Source: an optimization exercise on an open RTL-to-GDS flow (aim: small area). Production flows keep margins and buffers that such runs may drop. The RTL was checked by simulation tests, not by an equivalence proof against the original design. Power and IR drop assume default switching activity. The clock port is modelled as an ideal driver; clocking choices that lean on that would not hold on a real chip.

### flow/run.sh
#!/bin/bash
# synth_recipe.tcl (not shown) runs the flow's synth.tcl, then flattens the netlist and writes it again
# the make line also repeats each setting of config.mk as NAME=value (left out here)
make -C /OpenROAD-flow-scripts/flow DESIGN_CONFIG=/design/flow/config.mk WORK_HOME=/design/flow/orfs CLKGATE_MAP_FILE= SYNTH_SCRIPT=/design/flow/synth_recipe.tcl finish
### flow/config.mk
export PLATFORM = sky130hd
export DESIGN_NAME = kickerTrigger
export DESIGN_NICKNAME = kickerTrigger
export VERILOG_FILES = /design/flow/design.v
export SDC_FILE = /design/flow/constraint.sdc
export NUM_CORES = 4
export LEC_CHECK = 0
export CAP_MARGIN = 20
export CORE_MARGIN = 2
export CORE_UTILIZATION = 40
export SLEW_MARGIN = 20
### flow/constraint.sdc
create_clock -name core_clock -period 12.5 [get_ports {CLOCK_80MHZ}]
set_input_delay 2.5000 -clock core_clock [delete_from_list [all_inputs] [get_ports {CLOCK_80MHZ}]]
set_output_delay 2.5000 -clock core_clock [all_outputs]
set_load 0.01 [all_outputs]
### flow/design.v
package kickerPkg;
	localparam int windowLog2 = 5;
	localparam int windowDepth = 1 << windowLog2;
	localparam int periodWidth = 19;
	localparam int offsetWidth = 18;
	typedef logic [periodWidth-1:0] periodT;
	typedef logic [offsetWidth-1:0] offsetT;
	typedef logic [23:0] sumT;
	typedef logic [6:0] ratioT;
	typedef enum logic [2:0]
	{
		idleState,
		waitAveragesState,
		kickerOffState,
		kickerOnState,
		faultState
	} kickerStateT;
endpackage
`timescale 1ns/1ps
module edgeIntervalTimer
(
	input  logic              CLOCK_80MHZ,
	input  logic              resetButton,
	input  logic              rawSignal,
	output logic              riseStrobe,
	output logic              fallStrobe,
	output logic              periodValid,
	output kickerPkg::periodT period,
	output kickerPkg::offsetT elapsed
);
	localparam int periodWidth = kickerPkg::periodWidth;
	localparam int offsetWidth = kickerPkg::offsetWidth;
	localparam kickerPkg::periodT countMax = '1;
	logic syncStage0;
	logic syncStage1;
	logic syncPrev;
	logic riseDetect;
	logic fallDetect;
	logic seenRise;
	kickerPkg::periodT count;
	kickerPkg::periodT countPlusOne;
	always_ff @(posedge CLOCK_80MHZ)
	begin
		syncStage0 <= rawSignal;
		syncStage1 <= syncStage0;
		syncPrev <= syncStage1;
	end
	assign riseDetect = syncStage1 & ~syncPrev;
	assign fallDetect = ~syncStage1 & syncPrev;
	assign countPlusOne = (count == countMax) ? countMax : count + kickerPkg::periodT'(1);
	always_ff @(posedge CLOCK_80MHZ)
	begin
		if (resetButton)
		begin
			riseStrobe <= 1'b0;
			fallStrobe <= 1'b0;
			periodValid <= 1'b0;
			seenRise <= 1'b0;
			count <= '0;
		end
		else
		begin
			riseStrobe <= riseDetect;
			fallStrobe <= fallDetect;
			periodValid <= riseDetect & seenRise;
			if (riseDetect)
				seenRise <= 1'b1;
			if (riseStrobe)
				count <= kickerPkg::periodT'(1);
			else if (seenRise)
				count <= countPlusOne;
		end
	end
	always_ff @(posedge CLOCK_80MHZ)
	begin
		if (riseDetect)
			period <= countPlusOne;
	end
	assign elapsed = (|count[periodWidth-1:offsetWidth]) ? '1 : count[offsetWidth-1:0];
endmodule
`timescale 1ns/1ps
module slidingWindowSum
#(
	parameter int sampleWidth = kickerPkg::periodWidth,
	parameter int depth = kickerPkg::windowDepth
)
(
	input  logic            CLOCK_80MHZ,
	input  logic            resetButton,
	input  logic            push,
	input  logic [sampleWidth-1:0] sample,
	output kickerPkg::sumT  sum,
	output logic [sampleWidth-1:0] mean,
	output logic            full
);
	localparam int indexWidth = $clog2(depth);
	localparam logic [indexWidth-1:0] lastIndex = indexWidth'(depth - 1);
	logic [sampleWidth-1:0] store [depth];
	logic [indexWidth-1:0] writeIndex;
	kickerPkg::sumT sampleWide;
	kickerPkg::sumT evictedWide;
	assign sampleWide = kickerPkg::sumT'(sample);
	assign evictedWide = full ? kickerPkg::sumT'(store[writeIndex]) : '0;
	always_ff @(posedge CLOCK_80MHZ)
	begin
		if (push)
			store[writeIndex] <= sample;
	end
	always_ff @(posedge CLOCK_80MHZ)
	begin
		if (resetButton)
		begin
			sum <= '0;
			writeIndex <= '0;
			full <= 1'b0;
		end
		else if (push)
		begin
			sum <= sum + sampleWide - evictedWide;
			writeIndex <= writeIndex + indexWidth'(1);
			if (writeIndex == lastIndex)
				full <= 1'b1;
		end
	end
	assign mean = sampleWidth'(sum >> indexWidth);
endmodule
`timescale 1ns/1ps
module kickerSequencer
(
	input  logic              CLOCK_80MHZ,
	input  logic              resetButton,
	input  logic              averagesReady,
	input  kickerPkg::offsetT offsetMean,
	input  kickerPkg::offsetT pulserElapsed,
	input  logic              pulserRise,
	input  logic              beamRise,
	input  logic              beamOn,
	input  kickerPkg::ratioT  onRatio,
	input  kickerPkg::ratioT  offRatio,
	output logic              kickTrigger,
	output logic              fault
);
	kickerPkg::kickerStateT state;
	kickerPkg::kickerStateT nextState;
	logic phaseMatch;
	kickerPkg::ratioT matchCount;
	logic signed [2:0] balance;
	logic balanceFault;
	assign phaseMatch = averagesReady && (pulserElapsed == offsetMean);
	assign balanceFault = (balance > 3'sd1) || (balance < -3'sd1);
	always_ff @(posedge CLOCK_80MHZ)
	begin
		if (resetButton)
			balance <= '0;
		else if (beamRise && !pulserRise && balance != 3'sd3)
			balance <= balance + 3'sd1;
		else if (pulserRise && !beamRise && balance != -3'sd4)
			balance <= balance - 3'sd1;
	end
	always_comb
	begin
		nextState = state;
		case (state)
			kickerPkg::idleState:
				nextState = kickerPkg::waitAveragesState;
			kickerPkg::waitAveragesState:
			begin
				if (averagesReady)
					nextState = kickerPkg::kickerOffState;
			end
			kickerPkg::kickerOffState:
			begin
				if (phaseMatch && matchCount == offRatio && beamOn)
					nextState = kickerPkg::kickerOnState;
			end
			kickerPkg::kickerOnState:
			begin
				if (phaseMatch && matchCount == onRatio)
					nextState = kickerPkg::kickerOffState;
			end
			kickerPkg::faultState:
				nextState = kickerPkg::faultState;
			default:
				nextState = kickerPkg::idleState;
		endcase
		if (balanceFault)
			nextState = kickerPkg::faultState;
	end
	always_ff @(posedge CLOCK_80MHZ)
	begin
		if (resetButton)
		begin
			state <= kickerPkg::idleState;
			matchCount <= kickerPkg::ratioT'(1);
			kickTrigger <= 1'b0;
		end
		else
		begin
			state <= nextState;
			kickTrigger <= (nextState == kickerPkg::kickerOnState);
			if (nextState != state)
				matchCount <= kickerPkg::ratioT'(1);
			else if (phaseMatch)
			begin
				if (state == kickerPkg::kickerOffState && matchCount == offRatio)
					matchCount <= kickerPkg::ratioT'(1);
				else if (state == kickerPkg::kickerOffState || state == kickerPkg::kickerOnState)
					matchCount <= matchCount + kickerPkg::ratioT'(1);
			end
		end
	end
	assign fault = (state == kickerPkg::faultState);
endmodule
`timescale 1ns/1ps
module kickerTrigger
#(
	parameter int depthLog2 = kickerPkg::windowLog2
)
(
	input  logic              CLOCK_80MHZ,
	input  logic              resetButton,
	input  logic              beamSignal,
	input  logic              pulserSignal,
	input  logic              beamOn,
	input  kickerPkg::ratioT  onRatio,
	input  kickerPkg::ratioT  offRatio,
	output logic              kickTrigger,
	output logic              fault,
	output logic              averagesReady,
	output kickerPkg::periodT meanBeamPeriod,
	output kickerPkg::periodT meanPulserPeriod
);
	localparam int windowSize = 1 << depthLog2;
	logic beamRise;
	logic beamFall;
	logic beamPeriodValid;
	kickerPkg::periodT beamPeriod;
	logic pulserRise;
	logic pulserPeriodValid;
	kickerPkg::periodT pulserPeriod;
	kickerPkg::offsetT pulserElapsed;
	logic offsetPush;
	logic beamFull;
	logic pulserFull;
	logic offsetFull;
	kickerPkg::offsetT offsetMean;
	edgeIntervalTimer beamTimer
	(
		.CLOCK_80MHZ (CLOCK_80MHZ),
		.resetButton (resetButton),
		.rawSignal   (beamSignal),
		.riseStrobe  (beamRise),
		.fallStrobe  (beamFall),
		.periodValid (beamPeriodValid),
		.period      (beamPeriod),
		.elapsed     ()
	);
	edgeIntervalTimer pulserTimer
	(
		.CLOCK_80MHZ (CLOCK_80MHZ),
		.resetButton (resetButton),
		.rawSignal   (pulserSignal),
		.riseStrobe  (pulserRise),
		.fallStrobe  (),
		.periodValid (pulserPeriodValid),
		.period      (pulserPeriod),
		.elapsed     (pulserElapsed)
	);
	assign offsetPush = beamFall && (pulserElapsed != '0);
	slidingWindowSum #(.sampleWidth(kickerPkg::periodWidth), .depth(windowSize)) beamWindow
	(
		.CLOCK_80MHZ (CLOCK_80MHZ),
		.resetButton (resetButton),
		.push        (beamPeriodValid),
		.sample      (beamPeriod),
		.sum         (),
		.mean        (meanBeamPeriod),
		.full        (beamFull)
	);
	slidingWindowSum #(.sampleWidth(kickerPkg::periodWidth), .depth(windowSize)) pulserWindow
	(
		.CLOCK_80MHZ (CLOCK_80MHZ),
		.resetButton (resetButton),
		.push        (pulserPeriodValid),
		.sample      (pulserPeriod),
		.sum         (),
		.mean        (meanPulserPeriod),
		.full        (pulserFull)
	);
	slidingWindowSum #(.sampleWidth(kickerPkg::offsetWidth), .depth(windowSize)) offsetWindow
	(
		.CLOCK_80MHZ (CLOCK_80MHZ),
		.resetButton (resetButton),
		.push        (offsetPush),
		.sample      (pulserElapsed),
		.sum         (),
		.mean        (offsetMean),
		.full        (offsetFull)
	);
	assign averagesReady = beamFull & pulserFull & offsetFull;
	kickerSequencer sequencer
	(
		.CLOCK_80MHZ   (CLOCK_80MHZ),
		.resetButton   (resetButton),
		.averagesReady (averagesReady),
		.offsetMean    (offsetMean),
		.pulserElapsed (pulserElapsed),
		.pulserRise    (pulserRise),
		.beamRise      (beamRise),
		.beamOn        (beamOn),
		.onRatio       (onRatio),
		.offRatio      (offRatio),
		.kickTrigger   (kickTrigger),
		.fault         (fault)
	);
endmodule
==> results of run 1 <==
## placed cells by master (no fill, tap or decap), types with 58 or more instances in the layout
cell	instances
inv_1	200
dfxtp_1	154
nor2_1	156
clkbuf_16	200
xnor2_1	59
a21oi_1	89
edfxtp_1	1830
mux4_2	560
mux2i_1	67
ha_1	94
nor2_2	77
clkdlybuf4s50_1	58
buf_4	148
nand2_1	183
## how the worst min path moves through the flow
stage | from | endpoint | slack (ns)
after floorplan | beamTimer.syncStage0 | beamTimer.syncStage1 | 0.31
after global placement | pulserTimer.syncStage0 | pulserTimer.syncStage1 | 0.31
after detailed placement | beamTimer.syncStage0 | beamTimer.syncStage1 | 0.31
after CTS | beamTimer.syncStage0 | beamTimer.syncStage1 | 0.33
after global routing | beamTimer.syncStage0 | beamTimer.syncStage1 | 0.34
final | beamTimer.syncStage0 | beamTimer.syncStage1 | 0.33
## critical path: stages, from the launching register on
cell	delay, ns
dfxtp_4	0.79
buf_4	0.78
buf_4	0.68
mux4_2	0.60
mux4_2	0.49
mux2i_1	0.16
nor2b_1	0.07
fa_1	0.48
inv_1	0.04
ha_1	0.37
o21ai_1	0.14
nor4_1	0.27
or2_1	0.20
o21ai_1	0.15
o31ai_1	0.56
nor2_1	0.11
a221o_1	0.28
mux2_1	0.30
## synth_stat cells, types with 56 or more instances
master | n | share of area, %
edfxtp_1 | 1830 | 67
mux4_2 | 560 | 15
nor2_1 | 242 | 1.1
inv_1 | 200 | 0.91
nand2_1 | 185 | 0.84
dfxtp_1 | 169 | 4.1
clkbuf_1 | 147 | 0.67
ha_1 | 94 | 1.4
a21oi_1 | 89 | 0.54
mux2i_1 | 67 | 0.81
xnor2_1 | 59 | 0.63
xor2_1 | 57 | 0.61
fa_1 | 56 | 1.4
nor2b_1 | 56 | 0.43
## metrics by stage
stage               power [uW]  worst slack [ns]  cell area (um2)  hold WS [ns]  util [%]
detailed placement        8250              5.76            86700         0.312      42.4
CTS                      14200              5.73            93200         0.328      45.6
global route             14500              5.38            93300         0.338      45.6
global placement          8240              5.77            86700         0.314      42.4
finish                   14000              5.84            93300         0.327      45.6
floorplan                 8040              7.21            82400         0.310         -
## sequential cells by signal, summed over array words and instances (netlist names), 5 cells and up, named ones only
signal and cells:
pulserWindow.sum 24, pulserWindow.writeIndex 5, pulserWindow.store 608, offsetWindow.store 576, beamWindow.sum 24, pulserTimer.period 19
beamWindow.store 608, beamTimer.count 19, pulserTimer.count 19, sequencer.matchCount 7, offsetWindow.sum 23, beamTimer.period 19
offsetWindow.writeIndex 5, beamWindow.writeIndex 5
## routing by layer
layer	up-vias	routed length, um	global-route usage (%)
li1	17700	-	-
met5	-	0	0
met3	248	10000	2.97
met4	0	4800	5.23
met2	1057	94800	30.3
met1	21800	80800	24.7
## cell type report
type,count,area (um2)
clock buffers,251,5280
fillers,17000,111000
diodes,1,2.50
multi-input cells,1918,22500
inverters,201,754
flip-flops and latches,1999,58400
clock inverters,111,1230
repair buffers,214,1810
well taps,2688,3360
## logic make-up (layout without fill, tap and decap cells)
group / after synthesis / after routing / share of synthesized area (%)
AO/OA/AOI/OAI: 300 / 300 / 2.47
XOR/XNOR: 116 / 116 / 1.23
adder cells (fa/ha/maj): 150 / 150 / 2.79
buffers and inverters: 453 / 777 / 2.28
flip-flops: 1999 / 1999 / 70.8
multiplexers: 648 / 648 / 16.4
other: 0 / 1 / 0
AND/OR/NAND/NOR: 704 / 704 / 4.02
## power groups by stage
stage,clock [uW],sequential [uW],combinational (uW)
global route,6300,7380,815
finish,5930,7380,735
detailed placement,0,7520,728
CTS,6050,7380,731
floorplan,0,7510,537
global placement,0,7520,718
==> notes.md, run 1 <==
status=no timing/DRC/antenna violations; clk_skew=0.0520 ns; asr flop ratio synth=0%; Non-Filler Instances=7383; max-cap violations=0; switching power of the nets=3060 uW; Die X=458 um; RSZ-0062 raised after global routing=false; Synth Flop Type=edfxtp_1; Ports=60; Leak=0.0293 uW; CTS Buf Count=197; core area=0.205 mm2; clock share of power=42.2%; sequential fraction of the synthesis area=70.8%; Yosys warning total=4; drt pass-1 iters=5; die area=0.210 mm2; routability cong.=0.820; synthesized cell area=0.0824 mm2; Max H-tree Level=4; Logic pwr share=5.2%; min Tclk post-route=6.66 ns; Vias/cell=5.53; slew margin rel.=27.5%; initial antenna violation count=2; Sw Ratio=21.8%; CP Capture Type=flop; worst path required time=13.23 ns; Tightest Pin Transition=1.09 ns; postcts setup bufs=0; CTS Buffer Depth=3; Startpoint Class=flop; WL/cell=25.8 um; Internal=11000 uW; Syn Area/Cell=18.9 um2; DRC viols=0; final setup violating endpoints=0; Max VDD drop=0.163 mV; Syn-to-layout area delta=13.3%; Reg clk slew, reported paths=0.07 ns; P per Cell Area=150 mW/mm2; share of cells above drive strength 1=24.9%; Final Cycle Share=53.3%; FF-to-FF path depth=17; Syn Inst Count=4370; Distinct cells, synth=74; setup TNS=0 ns; port bufs=59; largest net degree at the start of global routing=68; Remaining Overflow, GRT=0; Placed Cells=7013; EDFF count, synth=1830; Hold Crit Class=reg -> reg; Hold Path Stages=0; Final HPWL DP=109000 um; reg2reg setup slack=5.84 ns; Cell Rows=166; via count=40800; critical path type=reg -> reg; Root Buffer Master=clkbuf_16; # clock sinks=1999; Post-Route WL=190000 um; Total GRT Usage=18.2%; DRT iter0 DRCs=3810; post-CTS resize count=0; Fin. Hold Viols=0; TritonCTS clock tree=built; critical path peak fanout=41; cts-stage hold buffer count=0; sequential share of power=52.5%; Worst-Skew Late Latency=0.88 ns; Layout Nets=4700; FF-to-FF End=pulserWindow.sum[23]; max-slew violations=0; Initial Util=40.3%; Yosys reg bits=1999; first-pass GRT wire length=281000 um; Max Fclk=150 MHz; CP Data Arrival Time=7.39 ns; vias in the first global route=41700; Antenna Nets Post-Route=0; Worst Setup EP=pulserWindow.sum[23]; Synthesized Nets=4539; Die Y=458 um
==> inputs of run 2 (changes only) <==
--- a/flow/design.v
+++ b/flow/design.v
@@ -25,7 +25,7 @@
 	output logic              riseStrobe,
 	output logic              fallStrobe,
 	output logic              periodValid,
-	output kickerPkg::periodT period,
+	output kickerPkg::periodT count,
 	output kickerPkg::offsetT elapsed
 );
 	localparam int periodWidth = kickerPkg::periodWidth;
@@ -37,7 +37,6 @@
 	logic riseDetect;
 	logic fallDetect;
 	logic seenRise;
-	kickerPkg::periodT count;
 	kickerPkg::periodT countPlusOne;
 	always_ff @(posedge CLOCK_80MHZ)
 	begin
@@ -71,11 +70,6 @@
 				count <= countPlusOne;
 		end
 	end
-	always_ff @(posedge CLOCK_80MHZ)
-	begin
-		if (riseDetect)
-			period <= countPlusOne;
-	end
 	assign elapsed = (|count[periodWidth-1:offsetWidth]) ? '1 : count[offsetWidth-1:0];
 endmodule
 `timescale 1ns/1ps
@@ -89,40 +83,37 @@
 	input  logic            resetButton,
 	input  logic            push,
 	input  logic [sampleWidth-1:0] sample,
-	output kickerPkg::sumT  sum,
 	output logic [sampleWidth-1:0] mean,
 	output logic            full
 );
 	localparam int indexWidth = $clog2(depth);
-	localparam logic [indexWidth-1:0] lastIndex = indexWidth'(depth - 1);
-	logic [sampleWidth-1:0] store [depth];
-	logic [indexWidth-1:0] writeIndex;
-	kickerPkg::sumT sampleWide;
-	kickerPkg::sumT evictedWide;
-	assign sampleWide = kickerPkg::sumT'(sample);
-	assign evictedWide = full ? kickerPkg::sumT'(store[writeIndex]) : '0;
+	localparam int sumWidth = sampleWidth + indexWidth;
+	logic [depth*sampleWidth-1:0] store;
+	logic [indexWidth:0] fill;
+	logic [sumWidth-1:0] sum;
+	logic [sampleWidth-1:0] evicted;
+	assign evicted = full ? store[depth*sampleWidth-1 -: sampleWidth] : '0;
+	assign full = fill[indexWidth];
 	always_ff @(posedge CLOCK_80MHZ)
 	begin
 		if (push)
-			store[writeIndex] <= sample;
+			store <= {store[(depth-1)*sampleWidth-1:0], sample};
 	end
 	always_ff @(posedge CLOCK_80MHZ)
 	begin
 		if (resetButton)
 		begin
 			sum <= '0;
-			writeIndex <= '0;
-			full <= 1'b0;
+			fill <= '0;
 		end
 		else if (push)
 		begin
-			sum <= sum + sampleWide - evictedWide;
-			writeIndex <= writeIndex + indexWidth'(1);
-			if (writeIndex == lastIndex)
-				full <= 1'b1;
+			sum <= sum + sumWidth'(sample) - sumWidth'(evicted);
+			if (!full)
+				fill <= fill + 1'b1;
 		end
 	end
-	assign mean = sampleWidth'(sum >> indexWidth);
+	assign mean = sum[sumWidth-1:indexWidth];
 endmodule
 `timescale 1ns/1ps
 module kickerSequencer
@@ -252,7 +243,7 @@
 		.riseStrobe  (beamRise),
 		.fallStrobe  (beamFall),
 		.periodValid (beamPeriodValid),
-		.period      (beamPeriod),
+		.count       (beamPeriod),
 		.elapsed     ()
 	);
 	edgeIntervalTimer pulserTimer
@@ -263,7 +254,7 @@
 		.riseStrobe  (pulserRise),
 		.fallStrobe  (),
 		.periodValid (pulserPeriodValid),
-		.period      (pulserPeriod),
+		.count       (pulserPeriod),
 		.elapsed     (pulserElapsed)
 	);
 	assign offsetPush = beamFall && (pulserElapsed != '0);
@@ -273,7 +264,6 @@
 		.resetButton (resetButton),
 		.push        (beamPeriodValid),
 		.sample      (beamPeriod),
-		.sum         (),
 		.mean        (meanBeamPeriod),
 		.full        (beamFull)
 	);
@@ -283,7 +273,6 @@
 		.resetButton (resetButton),
 		.push        (pulserPeriodValid),
 		.sample      (pulserPeriod),
-		.sum         (),
 		.mean        (meanPulserPeriod),
 		.full        (pulserFull)
 	);
@@ -293,7 +282,6 @@
 		.resetButton (resetButton),
 		.push        (offsetPush),
 		.sample      (pulserElapsed),
-		.sum         (),
 		.mean        (offsetMean),
 		.full        (offsetFull)
 	);
==> run 2 against run 1 <==
Still clean on timing, DRC and antenna. Combinational power down 53%. Clock power down 13%. Routed wire length down 50%. Global-route usage down 6.8 points. Core utilization up 0.081 points. Final area down 20%. Die area down 20%. Fmax up 23%. Sequential cell count down 53. Via count down 33%. Critical path type is now reg -> out. Critical endpoint is now averagesReady.
==> notes.md, run 2 <==
Synth Area in Simple Gates=3.57%; XOR/XNOR share of the synthesized area=1.64%; most frequent cells in the layout=1792 x edfxtp_1, 189 x inv_1, 179 x clkbuf_16, 152 x dfxtp_1, 151 x nor2_1; Leak=0.0241 uW; Final Cycle Share=43.4%; Final HPWL DP=53500 um; most common cell after layout, fill and taps aside=edfxtp_1; Syn Inst Count=3309; Die Y=410 um; RSZ-0062 raised after global routing=false; final setup violating endpoints=0; asr flop ratio synth=0%; WL/cell=16.6 um; filler cell count=13600; post-synthesis adder-cell area fraction=3.26%; routability cong.=0.845; cts-stage hold buffer count=0; Die X=410 um; Fin. Hold Viols=0; DRC viols=0; CP Data Arrival Time=2.92 ns; compound-cell area share of the yosys netlist=2.89%; max-cap violations=0; # clock sinks=1946; Startpoint Class=flop; initial antenna violation count=2; Yosys reg bits=1946; Tightest Pin Transition=1.16 ns; Initial Util=40.4%; TritonCTS clock tree=built; min Tclk post-route=5.42 ns; Sw Ratio=19.8%; Max VDD drop=0.148 mV; Synthesized Nets=3466; CTS Buf Count=174; slew margin rel.=22.7%; sequential cell area=0.0569 mm2; Logic pwr share=2.7%; Post-synth top cells=1792 x edfxtp_1, 190 x inv_1, 154 x dfxtp_1; DRT iter0 DRCs=2469; Synth Flop Type=edfxtp_1; Distinct cells, synth=64; Max Fclk=184 MHz; CP Capture Type=output port; Internal=10200 uW; Ports=60; Post-Route WL=96100 um; status=no timing/DRC/antenna violations; mux cell area share after synthesis=0.486%; Yosys warning total=4; Syn Area/Cell=19.9 um2; Hold Crit Class=reg -> reg; Synth area leaders=edfxtp_1 82%, dfxtp_1 4.7%, fa_1 1.7%, ha_1 1.6%, xnor2_1 1.2%; switching power of the nets=2510 uW; Max H-tree Level=4; Vias/cell=4.68; Yosys top cell by area=edfxtp_1; critical path type=reg -> out; Syn-to-layout area delta=13.2%; Root Buffer Master=clkbuf_16; drt pass-1 iters=5; main combinational cell family by area after synthesis=simple AND/OR/NAND/NOR gates; Total GRT Usage=11.4%; core area=0.163 mm2; synthesized cell area=0.0659 mm2; Layout Nets=3643; critical path peak fanout=24; count leader, synth=edfxtp_1; post-CTS resize count=0; vias in the first global route=26300; clk_skew=0.0215 ns; Regs by FF count=beamWindow.store: 608 flops, pulserWindow.store: 608 flops, offsetWindow.store: 576 flops; Place WS=7.47 ns; setup TNS=0 ns; Reg clk slew, reported paths=0.06 ns; worst path required time=10.00 ns; Worst-Skew Late Latency=0.79 ns; port bufs=59; first-pass GRT wire length=150000 um; EDFF count, synth=1792; P per Cell Area=170 mW/mm2; clock share of power=40.6%; Remaining Overflow, GRT=0; via count=27200; die area=0.168 mm2; sequential share of power=56.6%; CTS Buffer Depth=3; Yosys top cell area share=81.7%; share of cells above drive strength 1=7.88%; max-slew violations=0; Antenna Nets Post-Route=0; sequential fraction of the synthesis area=86.4%; postcts setup bufs=0; area of the multi-input gates=0.00780 mm2; largest net degree at the start of global routing=221; Cell Rows=148; setup ws final=7.08 ns
==> run 2: changes by cell type in the layout (fill, tap and decap cells not counted), moves of 31 or more <==
cell      before   now
mux4_2       560     0
buf_4        148    20
nor2_2        77     0
nand2_1      183   115
and2_1         6    47
nor2b_1       54    13
a21oi_1       89   129
edfxtp_1    1830  1792
mux2i_1       67    32
a311oi_1      33     2
xnor2_1       59    90
==> run 2: final timing paths <==
check / start / endpoint / slack [ns] / cells past startpoint
worst min-delay path: pulserTimer.syncStage0 / pulserTimer.syncStage1 / 0.34 / 0
worst max register to register: pulserTimer.count[18] / offsetWindow.store[332] / 7.65 / 8
worst min register to register: pulserTimer.syncStage0 / pulserTimer.syncStage1 / 0.34 / 0
worst max-delay path: beamWindow.fill[5] / averagesReady / 7.08 / 3
==> run 2: cells by family after synthesis <==
family	count (synthesis)
adders and majority gates	138
and+or+nand+nor	489
buffers and inverters	275
xor gates and xnor gates	123
AOI/OAI and AO/OA	306
muxes	32
DFF	1946
==> run 2: power by group through the flow <==
stage / logic, uW / registers [uW] / clock network, uW
global placement: 341 / 7310 / 0
floorplan: 244 / 7340 / 0
finish: 347 / 7170 / 5150
detailed placement: 344 / 7310 / 0
CTS: 346 / 7170 / 5330
global route: 386 / 7170 / 5580
==> run 2: worst max-delay path, cell delays in order (launching register included) <==
cell,delay [ns]
dfxtp_1,0.85
nand3_1,0.26
inv_1,0.39
clkdlybuf4s50_1,0.62
==> run 2: metrics by stage <==
step           std cells  util [%]  cell area, um2  total power [uW]  hold WS (ns)
2_1_floorplan       3309         -           65900              7580         0.310
3_3_place_gp        5484      42.3           69000              7650         0.318
3_5_place_dp        5484      42.3           69000              7650         0.320
4_1_cts             5802      45.7           74500             12800         0.353
5_1_grt             5803      45.7           74500             13100         0.353
6_report            5804      45.7           74500             12700         0.341
==> run 2: layer usage <==
| metal | wire [um] | share of wire [%] | track usage [%] | up-vias |
|---|---|---|---|---|
| met1 | 48600 | 51 | 17.7 | 13700 |
| li1 | - | - | - | 12800 |
| met3 | 6190 | 6.4 | 3.48 | 184 |
| met4 | 2230 | 2.3 | 3.89 | 0 |
| met5 | 0 | 0 | 0 | - |
| met2 | 39000 | 41 | 14.8 | 556 |
==> run 2: layout make-up <==
type / count / share of cell area [%]
flip-flops and latches: 1946 / 76.3
multi-input cells: 1088 / 10.5
clock buffers: 237 / 6.42
well taps: 2175 / 3.65
repair buffers: 84 / 1.14
clock inverters: 81 / 1.01
inverters: 192 / 0.984
diodes: 1 / 0.00336
==> inputs of run 3 (changes only) <==
--- a/flow/design.v
+++ b/flow/design.v
@@ -26,7 +26,8 @@
 	output logic              fallStrobe,
 	output logic              periodValid,
 	output kickerPkg::periodT count,
-	output kickerPkg::offsetT elapsed
+	output kickerPkg::offsetT elapsed,
+	output logic              counting
 );
 	localparam int periodWidth = kickerPkg::periodWidth;
 	localparam int offsetWidth = kickerPkg::offsetWidth;
@@ -36,8 +37,9 @@
 	logic syncPrev;
 	logic riseDetect;
 	logic fallDetect;
-	logic seenRise;
-	kickerPkg::periodT countPlusOne;
+	kickerPkg::periodT countNext;
+	logic [periodWidth:0] carry;
+	logic saturated;
 	always_ff @(posedge CLOCK_80MHZ)
 	begin
 		syncStage0 <= rawSignal;
@@ -46,30 +48,35 @@
 	end
 	assign riseDetect = syncStage1 & ~syncPrev;
 	assign fallDetect = ~syncStage1 & syncPrev;
-	assign countPlusOne = (count == countMax) ? countMax : count + kickerPkg::periodT'(1);
+	assign carry[0] = counting;
+	for (genvar i = 0; i < periodWidth; i++)
+	begin : inc
+		assign countNext[i] = count[i] ^ carry[i];
+		assign carry[i+1] = count[i] & carry[i];
+	end
+	assign saturated = carry[periodWidth];
 	always_ff @(posedge CLOCK_80MHZ)
 	begin
 		if (resetButton)
 		begin
 			riseStrobe <= 1'b0;
 			fallStrobe <= 1'b0;
-			periodValid <= 1'b0;
-			seenRise <= 1'b0;
+			counting <= 1'b0;
 			count <= '0;
 		end
 		else
 		begin
 			riseStrobe <= riseDetect;
 			fallStrobe <= fallDetect;
-			periodValid <= riseDetect & seenRise;
-			if (riseDetect)
-				seenRise <= 1'b1;
+			if (riseStrobe)
+				counting <= 1'b1;
 			if (riseStrobe)
 				count <= kickerPkg::periodT'(1);
-			else if (seenRise)
-				count <= countPlusOne;
+			else if (!saturated)
+				count <= countNext;
 		end
 	end
+	assign periodValid = riseStrobe & counting;
 	assign elapsed = (|count[periodWidth-1:offsetWidth]) ? '1 : count[offsetWidth-1:0];
 endmodule
 `timescale 1ns/1ps
@@ -91,9 +98,24 @@
 	logic [depth*sampleWidth-1:0] store;
 	logic [indexWidth:0] fill;
 	logic [sumWidth-1:0] sum;
-	logic [sampleWidth-1:0] evicted;
-	assign evicted = full ? store[depth*sampleWidth-1 -: sampleWidth] : '0;
+	logic [sumWidth-1:0] notEvicted;
+	logic [sumWidth-1:0] csaSum;
+	logic [sumWidth:0]   csaCarry;
+	logic [sumWidth:0]   rippleCarry;
+	logic [sumWidth-1:0] sumNext;
 	assign full = fill[indexWidth];
+	assign notEvicted = {{indexWidth{1'b1}}, ~(store[depth*sampleWidth-1 -: sampleWidth] & {sampleWidth{full}})};
+	assign csaCarry[0] = 1'b1;
+	assign rippleCarry[0] = 1'b0;
+	for (genvar i = 0; i < sumWidth; i++)
+	begin : adder
+		logic sampleBit;
+		assign sampleBit = (i < sampleWidth) ? sample[i] : 1'b0;
+		assign csaSum[i] = sum[i] ^ sampleBit ^ notEvicted[i];
+		assign csaCarry[i+1] = (sum[i] & sampleBit) | (sum[i] & notEvicted[i]) | (sampleBit & notEvicted[i]);
+		assign sumNext[i] = csaSum[i] ^ csaCarry[i] ^ rippleCarry[i];
+		assign rippleCarry[i+1] = (csaSum[i] & csaCarry[i]) | (csaSum[i] & rippleCarry[i]) | (csaCarry[i] & rippleCarry[i]);
+	end
 	always_ff @(posedge CLOCK_80MHZ)
 	begin
 		if (push)
@@ -108,7 +130,7 @@
 		end
 		else if (push)
 		begin
-			sum <= sum + sumWidth'(sample) - sumWidth'(evicted);
+			sum <= sumNext;
 			if (!full)
 				fill <= fill + 1'b1;
 		end
@@ -230,6 +252,7 @@
 	logic pulserPeriodValid;
 	kickerPkg::periodT pulserPeriod;
 	kickerPkg::offsetT pulserElapsed;
+	logic pulserCounting;
 	logic offsetPush;
 	logic beamFull;
 	logic pulserFull;
@@ -244,7 +267,8 @@
 		.fallStrobe  (beamFall),
 		.periodValid (beamPeriodValid),
 		.count       (beamPeriod),
-		.elapsed     ()
+		.elapsed     (),
+		.counting    ()
 	);
 	edgeIntervalTimer pulserTimer
 	(
@@ -255,9 +279,10 @@
 		.fallStrobe  (),
 		.periodValid (pulserPeriodValid),
 		.count       (pulserPeriod),
-		.elapsed     (pulserElapsed)
+		.elapsed     (pulserElapsed),
+		.counting    (pulserCounting)
 	);
-	assign offsetPush = beamFall && (pulserElapsed != '0);
+	assign offsetPush = beamFall && pulserCounting;
 	slidingWindowSum #(.sampleWidth(kickerPkg::periodWidth), .depth(windowSize)) beamWindow
 	(
 		.CLOCK_80MHZ (CLOCK_80MHZ),
--- a/flow/config.mk
+++ b/flow/config.mk
@@ -7,5 +7,7 @@
 export LEC_CHECK = 0
 export CAP_MARGIN = 20
 export CORE_MARGIN = 2
-export CORE_UTILIZATION = 40
+export CORE_UTILIZATION = 70
+export CTS_BUF_LIST = sky130_fd_sc_hd__clkbuf_4 sky130_fd_sc_hd__clkbuf_8
+export PLACE_DENSITY = 0.8
 export SLEW_MARGIN = 20
==> run 3 against run 2 <==
Combinational power fell by 54%. Final area fell by 3.9%. Total power fell by 3.7%. Non-clock buffer count fell by 5. Via count fell by 7.2%. Worst setup slack got worse by 5.0 ns. Fmax fell by 48%. Area after synthesis fell by 2.7%. Sequential cell count fell by 2. Critical path depth rose by 27. Register-to-register slack got worse by 5.6 ns.
==> notes.md, run 3 <==
Crit path largest cell delay=0.86 ns; post-CTS resize count=0; via count=25200; core area=0.0904 mm2; Yosys top cell by area=edfxtp_1; postcts setup bufs=0; CTS Buf Count=299; Die X=307 um; delay-heaviest family, CP=adder cells; Distinct cells, synth=54; Cell Rows=110; clk_skew=0.0740 ns; DRC viols=0; max-slew violations=0; Non-Filler Instances=4613; Placed Cells=4105; final setup violating endpoints=0; Synth Flop Type=edfxtp_1; cts-stage hold buffer count=0; Final HPWL DP=49700 um; Initial Util=70.9%; sequential fraction of the synthesis area=88.7%; P per Cell Area=170 mW/mm2; asr flop ratio synth=0%; Ports=60; # clock sinks=1944; Synth area leaders=edfxtp_1 84%, dfxtp_1 4.7%, fa_1 3.8%, inv_1 1.0%, nand2_1 0.97%; Critical Path Stages=30; Antenna Nets Post-Route=0; Vias/cell=5.47; TritonCTS clock tree=built; Syn-to-layout area delta=11.7%; Max Fclk=95.7 MHz; CTS Buffer Depth=4; Yosys reg bits=1944; largest net degree at the start of global routing=211; Worst-Skew Late Latency=0.93 ns; RSZ-0062 raised after global routing=false; count leader, synth=edfxtp_1; FF-to-FF path depth=30; Placed Instance Area=0.0659 mm2; most common cell after layout, fill and taps aside=edfxtp_1; Hold Path Stages=0; Crit path top cell by count=fa_1; Regs by FF count=beamWindow.store: 608 flops, pulserWindow.store: 608 flops, offsetWindow.store: 576 flops; min Tclk post-route=10.45 ns; Crit path buffers/inverters=3; Root Buffer Master=clkbuf_8; Post-Route WL=92200 um; Remaining Overflow, GRT=0; Worst Setup EP=beamWindow.sum[23]; Syn Inst Count=2932; Max H-tree Level=5; slowest stage cell, crit path=dfxtp_1; Leak=0.0235 uW; Layout Nets=3418; DRT iter0 DRCs=2319; filler cell count=4093; Tightest Pin Transition=1.14 ns; EDFF count, synth=1792; Reg clk slew, reported paths=0.06 ns; first-pass GRT wire length=142000 um; Synthesized Nets=3118; Syn Area/Cell=21.9 um2; FF-to-FF End=beamWindow.sum[23]; port bufs=59; routability cong.=0.843; Final Util=79.2%; reg2reg start=beamWindow.fill[5]; die area=0.0940 mm2; critical path type=reg -> reg; worst path required time=13.34 ns; Yosys top cell area share=83.9%; WL/cell=20.0 um; worst setup path start=beamWindow.fill[5]; most frequent cells in the layout=1792 x edfxtp_1, 323 x clkbuf_8, 171 x inv_1, 166 x nand2_1, 152 x dfxtp_1; share of cells above drive strength 1=14.3%; slew margin rel.=24.2%; status=no timing/DRC/antenna violations; Startpoint Class=flop; reg2reg setup slack=2.05 ns; critical path peak fanout=25; initial antenna violation count=11; Post-synth top cells=1792 x edfxtp_1, 173 x inv_1, 166 x nand2_1; Hold Crit Class=reg -> reg; Total GRT Usage=20.1%; Die Y=307 um; drt pass-1 iters=5; fin area=0.0716 mm2; max-cap violations=0; CP Data Arrival Time=11.29 ns; synthesized cell area=0.0641 mm2; Final Cycle Share=83.6%; Max VDD drop=0.119 mV; Yosys warning total=4; vias in the first global route=25800; Fin. Hold Viols=0; CP Capture Type=flop
==> run 3: cell types whose count changed after synthesis, moves of 22 or more <==
cell | before | now
a21oi_1 | 129 | 73
nand3_1 | 33 | 6
ha_1 | 82 | 46
nor2_1 | 151 | 86
fa_1 | 56 | 121
o21ai_0 | 43 | 13
xnor2_1 | 90 | 21
a21o_1 | 23 | 1
nand2_1 | 115 | 166
==> run 3: final cells by class <==
class | instances | area (um2) | area share (%)
tap | 1176 | 1470 | 2.05
clock buffer | 418 | 5160 | 7.20
multi-input combinational | 733 | 6150 | 8.59
inverter | 175 | 679 | 0.948
antenna | 1 | 2.50 | 0.00349
timing repair buffer | 79 | 820 | 1.14
clock inverter | 87 | 493 | 0.688
sequential | 1944 | 56900 | 79.4
==> run 3: kinds of logic after synthesis <==
family,share of synthesized area (%)
buf+inv,1.72
simple gates,2.64
xor+xnor,0.505
fa+ha+maj,4.68
compound gates,1.16
mux,0.611
flops,88.7
==> run 3: power by group <==
| group | internal [uW] | switching, uW | total [uW] |
|---|---|---|---|
| clock | 2730 | 2230 | 4960 |
| sequential | 7060 | 18.9 | 7080 |
| combinational | 63.8 | 95.4 | 159 |
| total | 9860 | 2340 | 12200 |
==> run 3: metrics by stage <==
stage | power, uW | hold slack, ns | setup TNS, ns | worst slack (ns)
4_1_cts | 12300 | 0.333 | 0 | 1.93
3_5_place_dp | 7370 | 0.321 | 0 | 2.08
3_3_place_gp | 7360 | 0.316 | 0 | 2.24
5_1_grt | 12600 | 0.334 | 0 | 1.51
2_1_floorplan | 7350 | 0.310 | -2863.60 | -4.90
6_report | 12200 | 0.329 | 0 | 2.05
==> run 3: worst reg2reg max path, delay by kind of cell, from the launching register on <==
kind	cells	cell delay [ns]
AND/OR/NAND/NOR	2	0.50
flip-flops	1	0.86
AO/OA/AOI/OAI	1	0.13
adder cells (fa/ha/maj)	23	8.55
buffers and inverters	3	0.27
XOR/XNOR	1	0.08
==> run 3: metal layers <==
| metal | track usage [%] | wire, um |
|---|---|---|
| met5 | 0 | 0 |
| met4 | 7.85 | 2310 |
| met3 | 5.91 | 6480 |
| met2 | 28.6 | 41700 |
| met1 | 30.1 | 41700 |
==> run 3: worst min path at each step <==
stage | slack, ns | startpoint | end
6_report | 0.33 | beamTimer.syncStage0 | beamTimer.syncStage1
5_1_grt | 0.33 | pulserTimer.syncStage1 | pulserTimer.syncPrev
4_1_cts | 0.33 | pulserTimer.syncStage1 | pulserTimer.syncPrev
3_5_place_dp | 0.32 | beamTimer.syncStage0 | beamTimer.syncStage1
3_3_place_gp | 0.32 | beamTimer.syncStage0 | beamTimer.syncStage1
2_1_floorplan | 0.31 | beamTimer.syncStage0 | beamTimer.syncStage1
==> inputs of run 4 (changes only) <==
--- a/flow/design.v
+++ b/flow/design.v
@@ -23,20 +23,20 @@
 	input  logic              resetButton,
 	input  logic              rawSignal,
 	output logic              riseStrobe,
-	output logic              fallStrobe,
+	output logic              fallDetect,
 	output logic              periodValid,
+	output logic              periodHold,
 	output kickerPkg::periodT count,
 	output kickerPkg::offsetT elapsed,
 	output logic              counting
 );
 	localparam int periodWidth = kickerPkg::periodWidth;
 	localparam int offsetWidth = kickerPkg::offsetWidth;
-	localparam kickerPkg::periodT countMax = '1;
 	logic syncStage0;
 	logic syncStage1;
 	logic syncPrev;
 	logic riseDetect;
-	logic fallDetect;
+	logic periodNext;
 	kickerPkg::periodT countNext;
 	logic [periodWidth:0] carry;
 	logic saturated;
@@ -55,19 +55,23 @@
 		assign carry[i+1] = count[i] & carry[i];
 	end
 	assign saturated = carry[periodWidth];
+	assign periodNext = riseDetect & counting & ~resetButton;
+	always_ff @(posedge CLOCK_80MHZ)
+	begin
+		periodValid <= periodNext;
+		periodHold <= ~periodNext;
+	end
 	always_ff @(posedge CLOCK_80MHZ)
 	begin
 		if (resetButton)
 		begin
 			riseStrobe <= 1'b0;
-			fallStrobe <= 1'b0;
 			counting <= 1'b0;
 			count <= '0;
 		end
 		else
 		begin
 			riseStrobe <= riseDetect;
-			fallStrobe <= fallDetect;
 			if (riseStrobe)
 				counting <= 1'b1;
 			if (riseStrobe)
@@ -76,8 +80,7 @@
 				count <= countNext;
 		end
 	end
-	assign periodValid = riseStrobe & counting;
-	assign elapsed = (|count[periodWidth-1:offsetWidth]) ? '1 : count[offsetWidth-1:0];
+	assign elapsed = count[periodWidth-1] ? '1 : count[offsetWidth-1:0];
 endmodule
 `timescale 1ns/1ps
 module slidingWindowSum
@@ -89,37 +92,44 @@
 	input  logic            CLOCK_80MHZ,
 	input  logic            resetButton,
 	input  logic            push,
+	input  logic            hold,
 	input  logic [sampleWidth-1:0] sample,
 	output logic [sampleWidth-1:0] mean,
 	output logic            full
 );
 	localparam int indexWidth = $clog2(depth);
 	localparam int sumWidth = sampleWidth + indexWidth;
-	logic [depth*sampleWidth-1:0] store;
+	localparam int storeWidth = depth * sampleWidth;
+	logic [storeWidth-1:0] store;
+	logic [storeWidth-1:0] shifted;
 	logic [indexWidth:0] fill;
 	logic [sumWidth-1:0] sum;
-	logic [sumWidth-1:0] notEvicted;
-	logic [sumWidth-1:0] csaSum;
-	logic [sumWidth:0]   csaCarry;
-	logic [sumWidth:0]   rippleCarry;
-	logic [sumWidth-1:0] sumNext;
+	logic [sampleWidth-1:0] evicted;
+	logic [sampleWidth:0]   borrow;
+	logic [sampleWidth:0]   delta;
+	logic [sumWidth-1:0]    deltaWide;
+	logic [sumWidth:0]      carry;
+	logic [sumWidth-1:0]    sumNext;
 	assign full = fill[indexWidth];
-	assign notEvicted = {{indexWidth{1'b1}}, ~(store[depth*sampleWidth-1 -: sampleWidth] & {sampleWidth{full}})};
-	assign csaCarry[0] = 1'b1;
-	assign rippleCarry[0] = 1'b0;
+	assign evicted = store[storeWidth-1 -: sampleWidth] & {sampleWidth{full}};
+	assign borrow[0] = 1'b0;
+	for (genvar i = 0; i < sampleWidth; i++)
+	begin : subtract
+		assign delta[i] = sample[i] ^ evicted[i] ^ borrow[i];
+		assign borrow[i+1] = (~sample[i] & evicted[i]) | (~sample[i] & borrow[i]) | (evicted[i] & borrow[i]);
+	end
+	assign delta[sampleWidth] = borrow[sampleWidth];
+	assign deltaWide = {{(sumWidth-sampleWidth-1){delta[sampleWidth]}}, delta};
+	assign carry[0] = 1'b0;
 	for (genvar i = 0; i < sumWidth; i++)
-	begin : adder
-		logic sampleBit;
-		assign sampleBit = (i < sampleWidth) ? sample[i] : 1'b0;
-		assign csaSum[i] = sum[i] ^ sampleBit ^ notEvicted[i];
-		assign csaCarry[i+1] = (sum[i] & sampleBit) | (sum[i] & notEvicted[i]) | (sampleBit & notEvicted[i]);
-		assign sumNext[i] = csaSum[i] ^ csaCarry[i] ^ rippleCarry[i];
-		assign rippleCarry[i+1] = (csaSum[i] & csaCarry[i]) | (csaSum[i] & rippleCarry[i]) | (csaCarry[i] & rippleCarry[i]);
+	begin : accumulate
+		assign sumNext[i] = sum[i] ^ deltaWide[i] ^ carry[i];
+		assign carry[i+1] = (sum[i] & deltaWide[i]) | (sum[i] & carry[i]) | (deltaWide[i] & carry[i]);
 	end
+	assign shifted = {store[storeWidth-sampleWidth-1:0], sample};
 	always_ff @(posedge CLOCK_80MHZ)
 	begin
-		if (push)
-			store <= {store[(depth-1)*sampleWidth-1:0], sample};
+		store <= (store & {storeWidth{hold}}) | (shifted & {storeWidth{push}});
 	end
 	always_ff @(posedge CLOCK_80MHZ)
 	begin
@@ -245,15 +255,19 @@
 );
 	localparam int windowSize = 1 << depthLog2;
 	logic beamRise;
-	logic beamFall;
+	logic beamFallDetect;
 	logic beamPeriodValid;
+	logic beamPeriodHold;
 	kickerPkg::periodT beamPeriod;
 	logic pulserRise;
 	logic pulserPeriodValid;
+	logic pulserPeriodHold;
 	kickerPkg::periodT pulserPeriod;
 	kickerPkg::offsetT pulserElapsed;
 	logic pulserCounting;
+	logic offsetNext;
 	logic offsetPush;
+	logic offsetHold;
 	logic beamFull;
 	logic pulserFull;
 	logic offsetFull;
@@ -264,8 +278,9 @@
 		.resetButton (resetButton),
 		.rawSignal   (beamSignal),
 		.riseStrobe  (beamRise),
-		.fallStrobe  (beamFall),
+		.fallDetect  (beamFallDetect),
 		.periodValid (beamPeriodValid),
+		.periodHold  (beamPeriodHold),
 		.count       (beamPeriod),
 		.elapsed     (),
 		.counting    ()
@@ -276,18 +291,25 @@
 		.resetButton (resetButton),
 		.rawSignal   (pulserSignal),
 		.riseStrobe  (pulserRise),
-		.fallStrobe  (),
+		.fallDetect  (),
 		.periodValid (pulserPeriodValid),
+		.periodHold  (pulserPeriodHold),
 		.count       (pulserPeriod),
 		.elapsed     (pulserElapsed),
 		.counting    (pulserCounting)
 	);
-	assign offsetPush = beamFall && pulserCounting;
+	assign offsetNext = beamFallDetect & (pulserRise | pulserCounting) & ~resetButton;
+	always_ff @(posedge CLOCK_80MHZ)
+	begin
+		offsetPush <= offsetNext;
+		offsetHold <= ~offsetNext;
+	end
 	slidingWindowSum #(.sampleWidth(kickerPkg::periodWidth), .depth(windowSize)) beamWindow
 	(
 		.CLOCK_80MHZ (CLOCK_80MHZ),
 		.resetButton (resetButton),
 		.push        (beamPeriodValid),
+		.hold        (beamPeriodHold),
 		.sample      (beamPeriod),
 		.mean        (meanBeamPeriod),
 		.full        (beamFull)
@@ -297,6 +319,7 @@
 		.CLOCK_80MHZ (CLOCK_80MHZ),
 		.resetButton (resetButton),
 		.push        (pulserPeriodValid),
+		.hold        (pulserPeriodHold),
 		.sample      (pulserPeriod),
 		.mean        (meanPulserPeriod),
 		.full        (pulserFull)
@@ -306,6 +329,7 @@
 		.CLOCK_80MHZ (CLOCK_80MHZ),
 		.resetButton (resetButton),
 		.push        (offsetPush),
+		.hold        (offsetHold),
 		.sample      (pulserElapsed),
 		.mean        (offsetMean),
 		.full        (offsetFull)
==> run 4 against run 3 <==
Total power is 4.7% lower. Via count increased by 51%. Count of clock-buffer cells in the layout grew 48. Fmax decreased by 8.2%. Clock skew shrank 0.022 ns. Hold slack improved by 0.024 ns. Die area fell by 1.1%. Sequential share of layout area is 24 points lower. Final cell count rose by 37%. Critical path depth shrank 1. Synthesized cell count up 72%.
==> notes.md, run 4 <==
status=no timing/DRC/antenna violations; Reg clk slew, reported paths=0.06 ns; post-CTS resize count=0; Leak=0.0282 uW; Syn Inst Count=5049; critical path peak fanout=18; min Tclk post-route=11.38 ns; sequential cell area=0.0390 mm2; Post-synth top cells=1949 x dfxtp_1, 1777 x a22o_1, 404 x clkbuf_1; slowest stage cell, crit path=dfxtp_1; Crit path top cell by count=fa_1; Vias/cell=6.03; Die Y=305 um; final setup violating endpoints=0; Yosys top cell area share=61.5%; Synth Flop Type=dfxtp_1; largest net degree at the start of global routing=266; Final Util=77.9%; Startpoint Class=flop; Layout Nets=5150; CP Data Arrival Time=12.15 ns; max-slew violations=0; # clock sinks=1949; Max VDD drop=0.127 mV; Hold Crit Class=reg -> reg; delay-heaviest family, CP=adder cells; Total GRT Usage=22.9%; Crit path buffers/inverters=1; TritonCTS clock tree=built; drt pass-1 iters=5; die area=0.0930 mm2; sequential share of power=53.7%; Tot Pwr=11600 uW; Antenna Nets Post-Route=0; Synthesized Nets=5238; max-cap violations=0; Regs by FF count=beamWindow.store: 608 flops, pulserWindow.store: 608 flops, offsetWindow.store: 576 flops; Distinct cells, synth=46; core area=0.0899 mm2; reg2reg start=beamWindow.fill[5]; Logic pwr share=0.9%; Root Buffer Master=clkbuf_8; initial antenna violation count=2; switching power of the nets=2350 uW; Final Cycle Share=91.0%; Syn Area/Cell=12.6 um2; Final HPWL DP=58800 um; setup TNS=0 ns; Post-Route WL=108000 um; routability cong.=0.852; DRC viols=0; CTS Buffer Depth=4; Max H-tree Level=5; port bufs=59; worst path required time=13.27 ns; slew margin rel.=25.9%; cts-stage hold buffer count=0; sequential fraction of the synthesis area=61.5%; hold path start=pulserTimer.syncStage0; Placed Instance Area=0.0638 mm2; synthesized cell area=0.0634 mm2; asr flop ratio synth=0%; Yosys top cell by area=dfxtp_1; most frequent cells in the layout=1942 x dfxtp_1, 1777 x a22o_1, 362 x clkbuf_8, 157 x nor2_1, 118 x fa_1; Max Fclk=87.9 MHz; count leader, synth=dfxtp_1; postcts setup bufs=0; Internal=9270 uW; DRT iter0 DRCs=2846; Worst-Skew Late Latency=0.92 ns; CP Capture Type=flop; WHS=0.353 ns; Die X=305 um; Syn-to-layout area delta=10.5%; RSZ-0062 raised after global routing=false; vias in the first global route=36700; Remaining Overflow, GRT=0; share of cells above drive strength 1=10.8%; Ports=60; Synth area leaders=dfxtp_1 62%, a22o_1 25%, fa_1 3.7%, clkbuf_1 2.4%, mux2i_1 1.4%; Cell Rows=110; via count=38200; Fin. Hold Viols=0; Yosys warning total=5; filler cell count=5520; first-pass GRT wire length=183000 um; CTS Buf Count=302; area of the multi-input gates=0.0220 mm2; P per Cell Area=166 mW/mm2; Crit path largest cell delay=0.54 ns; worst setup path start=beamWindow.fill[5]; EDFF count, synth=0; critical path type=reg -> reg; most common cell after layout, fill and taps aside=dfxtp_1; clock share of power=45.4%; Tightest Pin Transition=1.11 ns; Initial Util=70.5%; WL/cell=17.1 um; clk_skew=0.0522 ns; fin area=0.0700 mm2; Yosys reg bits=1949; Sw Ratio=20.2%
-- run 4: power by group through the flow --
stage	logic, uW	clock network [uW]	registers, uW
after floorplan	83.0	0	6370
after global placement	96.3	0	6380
after detailed placement	97.7	0	6380
after CTS	98.3	5400	6240
after global routing	114	5670	6240
final	102	5280	6240
-- run 4: per-stage QoR --
stage	std cells	setup slack [ns]
after global placement	5827	1.18
final	6337	1.12
after CTS	6329	1.02
after floorplan	5049	1.19
after global routing	6337	0.567
after detailed placement	5827	1.05
-- run 4: path summary, 6_finish.rpt --
check | endpoint | slack, ns | depth (start not counted)
max | beamWindow.sum[23] | 1.12 | 29
min | pulserTimer.syncStage1 | 0.35 | 0
max reg2reg | beamWindow.sum[23] | 1.12 | 29
min reg2reg | pulserTimer.syncStage1 | 0.35 | 0
-- run 4: area by class of cell --
type | count | share of cell area (%)
multi-input cells | 2498 | 31.4
flip-flops and latches | 1949 | 55.7
clock inverters | 36 | 0.452
well taps | 1176 | 2.10
clock buffers | 466 | 8.23
repair buffers | 95 | 1.48
diodes | 2 | 0.00715
inverters | 115 | 0.616
-- run 4: logic make-up after synthesis --
family	Yosys count	share of synthesized area, %
AO/OA/AOI/OAI	1868	25.5
XOR/XNOR	41	0.566
adder cells (fa/ha/maj)	170	4.75
buffers and inverters	602	3.79
flip-flops	1949	61.5
multiplexers	88	1.39
AND/OR/NAND/NOR	331	2.44
-- run 4: metal layers --
metal,vias up,GRT usage (%),wire length (um)
li1,18700,-,-
met1,18700,34.6,54800
met2,577,32.4,46400
met3,211,4.73,4510
met4,0,8.54,2430
met5,-,0,0
-- run 4: worst reg2reg max path, delay by kind of cell (launching register included) --
| family | cells | cell delay, ns |
|---|---|---|
| AND/OR/NAND/NOR | 3 | 0.25 |
| XOR/XNOR | 2 | 0.31 |
| adder cells (fa/ha/maj) | 23 | 9.82 |
| buffers and inverters | 1 | 0.32 |
| flip-flops | 1 | 0.54 |
==> inputs of run 5 (changes only) <==
--- a/flow/design.v
+++ b/flow/design.v
@@ -67,19 +67,20 @@
 		begin
 			riseStrobe <= 1'b0;
 			counting <= 1'b0;
-			count <= '0;
 		end
 		else
 		begin
 			riseStrobe <= riseDetect;
 			if (riseStrobe)
 				counting <= 1'b1;
-			if (riseStrobe)
-				count <= kickerPkg::periodT'(1);
-			else if (!saturated)
-				count <= countNext;
 		end
 	end
+	always_ff @(posedge CLOCK_80MHZ)
+	begin
+		count[0] <= ~resetButton & (riseStrobe | countNext[0] | saturated);
+		count[periodWidth-1:1] <= {(periodWidth-1){~resetButton & ~riseStrobe}}
+			& (countNext[periodWidth-1:1] | {(periodWidth-1){saturated}});
+	end
 	assign elapsed = count[periodWidth-1] ? '1 : count[offsetWidth-1:0];
 endmodule
 `timescale 1ns/1ps
@@ -102,7 +103,6 @@
 	localparam int storeWidth = depth * sampleWidth;
 	logic [storeWidth-1:0] store;
 	logic [storeWidth-1:0] shifted;
-	logic [indexWidth:0] fill;
 	logic [sumWidth-1:0] sum;
 	logic [sampleWidth-1:0] evicted;
 	logic [sampleWidth:0]   borrow;
@@ -110,8 +110,12 @@
 	logic [sumWidth-1:0]    deltaWide;
 	logic [sumWidth:0]      carry;
 	logic [sumWidth-1:0]    sumNext;
-	assign full = fill[indexWidth];
-	assign evicted = store[storeWidth-1 -: sampleWidth] & {sampleWidth{full}};
+	logic load;
+	logic keep;
+	assign load = push & ~resetButton;
+	assign keep = hold & ~resetButton;
+	assign evicted = store[storeWidth-1 -: sampleWidth];
+	assign full = |evicted;
 	assign borrow[0] = 1'b0;
 	for (genvar i = 0; i < sampleWidth; i++)
 	begin : subtract
@@ -129,21 +133,8 @@
 	assign shifted = {store[storeWidth-sampleWidth-1:0], sample};
 	always_ff @(posedge CLOCK_80MHZ)
 	begin
-		store <= (store & {storeWidth{hold}}) | (shifted & {storeWidth{push}});
-	end
-	always_ff @(posedge CLOCK_80MHZ)
-	begin
-		if (resetButton)
-		begin
-			sum <= '0;
-			fill <= '0;
-		end
-		else if (push)
-		begin
-			sum <= sumNext;
-			if (!full)
-				fill <= fill + 1'b1;
-		end
+		store <= (store & {storeWidth{keep}}) | (shifted & {storeWidth{load}});
+		sum <= (sum & {sumWidth{keep}}) | (sumNext & {sumWidth{load}});
 	end
 	assign mean = sum[sumWidth-1:indexWidth];
 endmodule
@@ -163,76 +154,62 @@
 	output logic              kickTrigger,
 	output logic              fault
 );
-	kickerPkg::kickerStateT state;
-	kickerPkg::kickerStateT nextState;
+	logic waitState;
+	logic offState;
+	logic idleState;
+	logic faultNext;
 	logic phaseMatch;
+	logic ratioMatch;
+	logic intervalEnd;
 	kickerPkg::ratioT matchCount;
-	logic signed [2:0] balance;
+	logic [1:0] balance;
 	logic balanceFault;
-	assign phaseMatch = averagesReady && (pulserElapsed == offsetMean);
-	assign balanceFault = (balance > 3'sd1) || (balance < -3'sd1);
+	assign phaseMatch = (pulserElapsed == offsetMean);
+	assign ratioMatch = (matchCount == (kickTrigger ? onRatio : offRatio));
+	assign intervalEnd = phaseMatch & ratioMatch;
+	assign balanceFault = balance[1] & ~balance[0];
+	assign idleState = ~(waitState | offState | kickTrigger | fault);
+	assign faultNext = fault | balanceFault;
 	always_ff @(posedge CLOCK_80MHZ)
 	begin
 		if (resetButton)
-			balance <= '0;
-		else if (beamRise && !pulserRise && balance != 3'sd3)
-			balance <= balance + 3'sd1;
-		else if (pulserRise && !beamRise && balance != -3'sd4)
-			balance <= balance - 3'sd1;
-	end
-	always_comb
-	begin
-		nextState = state;
-		case (state)
-			kickerPkg::idleState:
-				nextState = kickerPkg::waitAveragesState;
-			kickerPkg::waitAveragesState:
-			begin
-				if (averagesReady)
-					nextState = kickerPkg::kickerOffState;
-			end
-			kickerPkg::kickerOffState:
-			begin
-				if (phaseMatch && matchCount == offRatio && beamOn)
-					nextState = kickerPkg::kickerOnState;
-			end
-			kickerPkg::kickerOnState:
-			begin
-				if (phaseMatch && matchCount == onRatio)
-					nextState = kickerPkg::kickerOffState;
-			end
-			kickerPkg::faultState:
-				nextState = kickerPkg::faultState;
-			default:
-				nextState = kickerPkg::idleState;
-		endcase
-		if (balanceFault)
-			nextState = kickerPkg::faultState;
+			balance <= 2'b00;
+		else if (beamRise != pulserRise && !balanceFault)
+		begin
+			if (balance == 2'b00)
+				balance <= beamRise ? 2'b01 : 2'b11;
+			else if (balance[1] == beamRise)
+				balance <= 2'b00;
+			else
+				balance <= 2'b10;
+		end
 	end
 	always_ff @(posedge CLOCK_80MHZ)
 	begin
 		if (resetButton)
 		begin
-			state <= kickerPkg::idleState;
-			matchCount <= kickerPkg::ratioT'(1);
+			fault <= 1'b0;
+			waitState <= 1'b0;
+			offState <= 1'b0;
 			kickTrigger <= 1'b0;
+			matchCount <= kickerPkg::ratioT'(1);
 		end
 		else
 		begin
-			state <= nextState;
-			kickTrigger <= (nextState == kickerPkg::kickerOnState);
-			if (nextState != state)
+			fault <= faultNext;
+			waitState <= ~faultNext & (idleState | (waitState & ~averagesReady));
+			offState <= ~faultNext & ((waitState & averagesReady)
+				| (offState & ~(intervalEnd & beamOn))
+				| (kickTrigger & intervalEnd));
+			kickTrigger <= ~faultNext & ((offState & intervalEnd & beamOn)
+				| (kickTrigger & ~intervalEnd));
+			if ((balanceFault & ~fault) | idleState | (waitState & averagesReady)
+				| ((offState | kickTrigger) & intervalEnd))
 				matchCount <= kickerPkg::ratioT'(1);
-			else if (phaseMatch)
-			begin
-				if (state == kickerPkg::kickerOffState && matchCount == offRatio)
-					matchCount <= kickerPkg::ratioT'(1);
-				else if (state == kickerPkg::kickerOffState || state == kickerPkg::kickerOnState)
-					matchCount <= matchCount + kickerPkg::ratioT'(1);
-			end
+			else if ((offState | kickTrigger) & phaseMatch)
+				matchCount <= matchCount + kickerPkg::ratioT'(1);
 		end
 	end
-	assign fault = (state == kickerPkg::faultState);
 endmodule
 `timescale 1ns/1ps
 module kickerTrigger
==> flow/flow/run.sh (new file) <==
#!/bin/bash
# Own layout flow: the standard flow (standard synthesis unchanged), with
#  - clock tree synthesis without dummy loads and with larger sink clusters,
#  - port buffers of the smallest buffer cell.
# Each tool's full output stays in orfs/logs/ (ORFS per-step logs) and in
# flow_make.log in the work folder.
set -euo pipefail
CTS="-sink_clustering_enable -repair_clock_nets -dont_use_dummy_load"
CTS="$CTS -sink_clustering_size 30 -sink_clustering_max_diameter 80"
CTS="$CTS -buf_list sky130_fd_sc_hd__clkbuf_16"
bash standard.sh "CTS_ARGS=$CTS" \
	"BUFFER_PORTS_ARGS=-buffer_cell sky130_fd_sc_hd__buf_1" \
	finish > flow_make.log 2>&1
==> flow/standard.sh (new file) <==
#!/bin/bash
# synth_recipe.tcl (not shown) runs the flow's synth.tcl, then flattens the netlist and writes it again
# the make line also repeats each setting of config.mk as NAME=value (left out here)
make -C /OpenROAD-flow-scripts/flow DESIGN_CONFIG=/design/flow/config.mk WORK_HOME=/design/flow/orfs CLKGATE_MAP_FILE= SYNTH_SCRIPT=/design/flow/synth_recipe.tcl "${@:-finish}"
--- a/flow/config.mk
+++ b/flow/config.mk
@@ -8,6 +8,5 @@
 export CAP_MARGIN = 20
 export CORE_MARGIN = 2
 export CORE_UTILIZATION = 70
-export CTS_BUF_LIST = sky130_fd_sc_hd__clkbuf_4 sky130_fd_sc_hd__clkbuf_8
 export PLACE_DENSITY = 0.8
 export SLEW_MARGIN = 20
removed: flow/run.sh
==> run 5 against run 4 <==
Still clean on timing, DRC and antenna. Die area fell by 2.6%. Area after synthesis fell by 2.6%. Count of clock-buffer cells in the layout fell by 391. Via count fell by 7.7%. Clock skew fell by 0.0043 ns. Routed wire length fell by 8.7%. Critical path depth rose by 1. Largest cell class unchanged. Highest routed layer unchanged.
==> notes.md, run 5 <==
status=no timing/DRC/antenna violations; Vias/cell=6.24; final setup violating endpoints=0; drt pass-1 iters=7; Antenna diodes=0; Reg clk slew, reported paths=0.11 ns; Crit path top cell by count=fa_1; Final HPWL DP=56500 um; Yosys reg bits=1930; Final Cycle Share=89.4%; CP Capture Type=flop; Synth area leaders=dfxtp_1 63%, a22o_1 26%, fa_1 3.8%, clkbuf_1 2.4%, ha_1 0.87%; delay-heaviest family, CP=adder cells; switching power of the nets=1830 uW; Syn Area/Cell=12.9 um2; sequential fraction of the synthesis area=62.6%; Yosys top cell area share=62.6%; Tot Pwr=9100 uW; Post-Route WL=98700 um; most common cell after layout, fill and taps aside=dfxtp_1; largest net degree at the start of global routing=276; Fin. Hold Viols=0; slew margin rel.=23.4%; filler cell count=5866; core area=0.0872 mm2; Synth Flop Type=dfxtp_1; Yosys top cell by area=dfxtp_1; Max H-tree Level=3; Tightest Pin Transition=1.15 ns; TritonCTS clock tree=built; postcts setup bufs=0; Die Y=301 um; # clock sinks=1930; Final Util=73.2%; critical path peak fanout=6; Die X=301 um; min Tclk post-route=11.18 ns; WHS Endpoint=beamTimer.syncStage1; FF-to-FF End=pulserWindow.sum[23]; CTS Buffer Depth=3; Max VDD drop=0.149 mV; CTS Buf Count=75; Remaining Overflow, GRT=0; DRC viols=0; Worst-Skew Late Latency=0.65 ns; die area=0.0906 mm2; Antenna Nets Post-Route=0; P per Cell Area=143 mW/mm2; Synthesized Nets=4985; via count=35300; Hold Path Stages=0; Distinct cells, synth=56; FF-to-FF path depth=30; Initial Util=70.9%; clk_skew=0.0479 ns; routability cong.=0.823; slowest stage cell, crit path=dfxtp_1; initial antenna violation count=2; Critical Path Stages=30; Sw Ratio=20.2%; setup TNS=0 ns; share of cells above drive strength 1=2.71%; Syn-to-layout area delta=3.27%; count leader, synth=dfxtp_1; Max Fclk=89.5 MHz; Syn Inst Count=4805; reg2reg setup slack=1.32 ns; critical path type=reg -> reg; setup ws final=1.32 ns; max-cap violations=0; Layout Nets=4678; RSZ-0062 raised after global routing=false; asr flop ratio synth=0%; post-CTS resize count=0; clock share of power=30.7%; port bufs=59; most frequent cells in the layout=1930 x dfxtp_1, 1826 x a22o_1, 118 x fa_1, 89 x inv_1, 75 x clkbuf_16; Ports=60; DRT iter0 DRCs=3024; Hold Crit Class=reg -> reg; fin area=0.0638 mm2; Placed Instance Area=0.0619 mm2; vias in the first global route=32100; Total GRT Usage=21.5%; Leak=0.0248 uW; Root Buffer Master=clkbuf_16; Internal=7260 uW; Yosys warning total=5; first-pass GRT wire length=167000 um; worst path required time=13.04 ns; Logic pwr share=1.7%; synthesized cell area=0.0618 mm2; sequential share of power=67.6%; Crit path largest cell delay=0.47 ns; Startpoint Class=flop; CP Data Arrival Time=11.72 ns; worst setup path start=pulserTimer.count[0]; Cell Rows=108; reg2reg start=pulserTimer.count[0]; Place WS=1.27 ns; Regs by FF count=beamWindow.store: 608 flops, pulserWindow.store: 608 flops, offsetWindow.store: 576 flops; WL/cell=17.5 um; hold path start=beamTimer.syncStage0; Post-synth top cells=1930 x dfxtp_1, 1826 x a22o_1, 392 x clkbuf_1; EDFF count, synth=0; cts-stage hold buffer count=0; Crit path buffers/inverters=2; max-slew violations=0
[run 5: cell count changes in the layout (fill, tap and decap cells not counted), moves of 58 or more]
cell / before / now
clkbuf_16: 0 / 75
clkbuf_8: 362 / 0
clkdlybuf4s50_1: 58 / 0
mux2i_1: 88 / 7
buf_1: 0 / 58
clkbuf_4: 104 / 0
nor2_1: 157 / 32
[run 5: metal layers]
metal	track usage (%)	up-vias	wire, um
met3	2.96	95	3630
li1	-	17400	-
met1	35.3	17300	52400
met5	0	-	0
met4	4.47	0	1370
met2	29.8	438	41300
[run 5: logic make-up (layout without fill, tap and decap cells)]
| group | after synthesis | count (layout) | synth area share, % |
|---|---|---|---|
| buffers and inverters | 560 | 251 | 3.67 |
| xor gates and xnor gates | 18 | 18 | 0.267 |
| DFF | 1930 | 1930 | 62.6 |
| adders and majority gates | 161 | 161 | 4.70 |
| and+or+nand+nor | 173 | 173 | 1.43 |
| AOI/OAI and AO/OA | 1956 | 1956 | 27.3 |
| muxes | 7 | 7 | 0.113 |
[run 5: final cells by class]
cell class	count	area (um2)	share of cell area [%]
clock buffer	75	1880	2.94
inverter	89	334	0.524
multi-input combinational	2315	20900	32.8
sequential	1930	38600	60.6
tap	1155	1450	2.27
timing repair buffer	87	586	0.918
[run 5: power groups by stage]
| stage | combinational, uW | sequential (uW) | clock (uW) |
|---|---|---|---|
| CTS | 150 | 6150 | 2880 |
| finish | 152 | 6150 | 2790 |
| global placement | 150 | 6290 | 0 |
| detailed placement | 150 | 6290 | 0 |
| floorplan | 127 | 6290 | 0 |
| global route | 168 | 6160 | 3090 |
[run 5: per-stage QoR]
stage | instances | hold slack [ns]
after global placement | 5575 | 0.316
after CTS | 5650 | 0.335
after global routing | 5651 | 0.356
final | 5651 | 0.339
after floorplan | 4805 | 0.310
after detailed placement | 5575 | 0.312
[run 5: how the worst max path moves through the flow]
stage	endpoint	slack (ns)
floorplan	pulserWindow.sum[23]	1.77
CTS	pulserWindow.sum[23]	1.29
finish	pulserWindow.sum[23]	1.32
global route	pulserWindow.sum[23]	0.77
global placement	pulserWindow.sum[23]	1.46
detailed placement	pulserWindow.sum[23]	1.27

==> afterwards: timing with drivers on the ports <==
Ports are ideal in the flow. The routed layouts listed here were re-timed in OpenROAD. Step 1 assumes that a clkbuf_16 drives the clock port and a buf_2 every other input. Step 2, shift: input delay + t, output delay - t, t = (earliest + latest rising clock arrival at the registers) / 2. This alone moves slack from input paths to output paths. a / b / c = no drivers / after step 1 / after step 2; a / b = the first two.
| run | shift t [ns] | slack for setup (ns) | worst hold slack (ns) | worst setup path after step 2 | pins driven straight from the clock port |
|---|---|---|---|---|---|
| run 1 | 0.934 | 5.840 / 5.840 / 5.840 | 0.327 / 0.327 / 0.327 | register to register | 1 |
| run 2 | 0.853 | 7.079 / 7.006 / 7.563 | 0.341 / 0.341 / 0.341 | input to register | 1 |
| run 3 | 0.950 | 2.049 / 2.049 / 2.049 | 0.329 / 0.329 / 0.329 | register to register | 1 |
| run 4 | 0.959 | 1.121 / 1.121 / 1.121 | 0.353 / 0.353 / 0.353 | register to register | 1 |
| run 5 | 0.692 | 1.325 / 1.325 / 1.325 | 0.339 / 0.339 / 0.339 | register to register | 1 |
After both steps setup and hold are still met in every run listed.
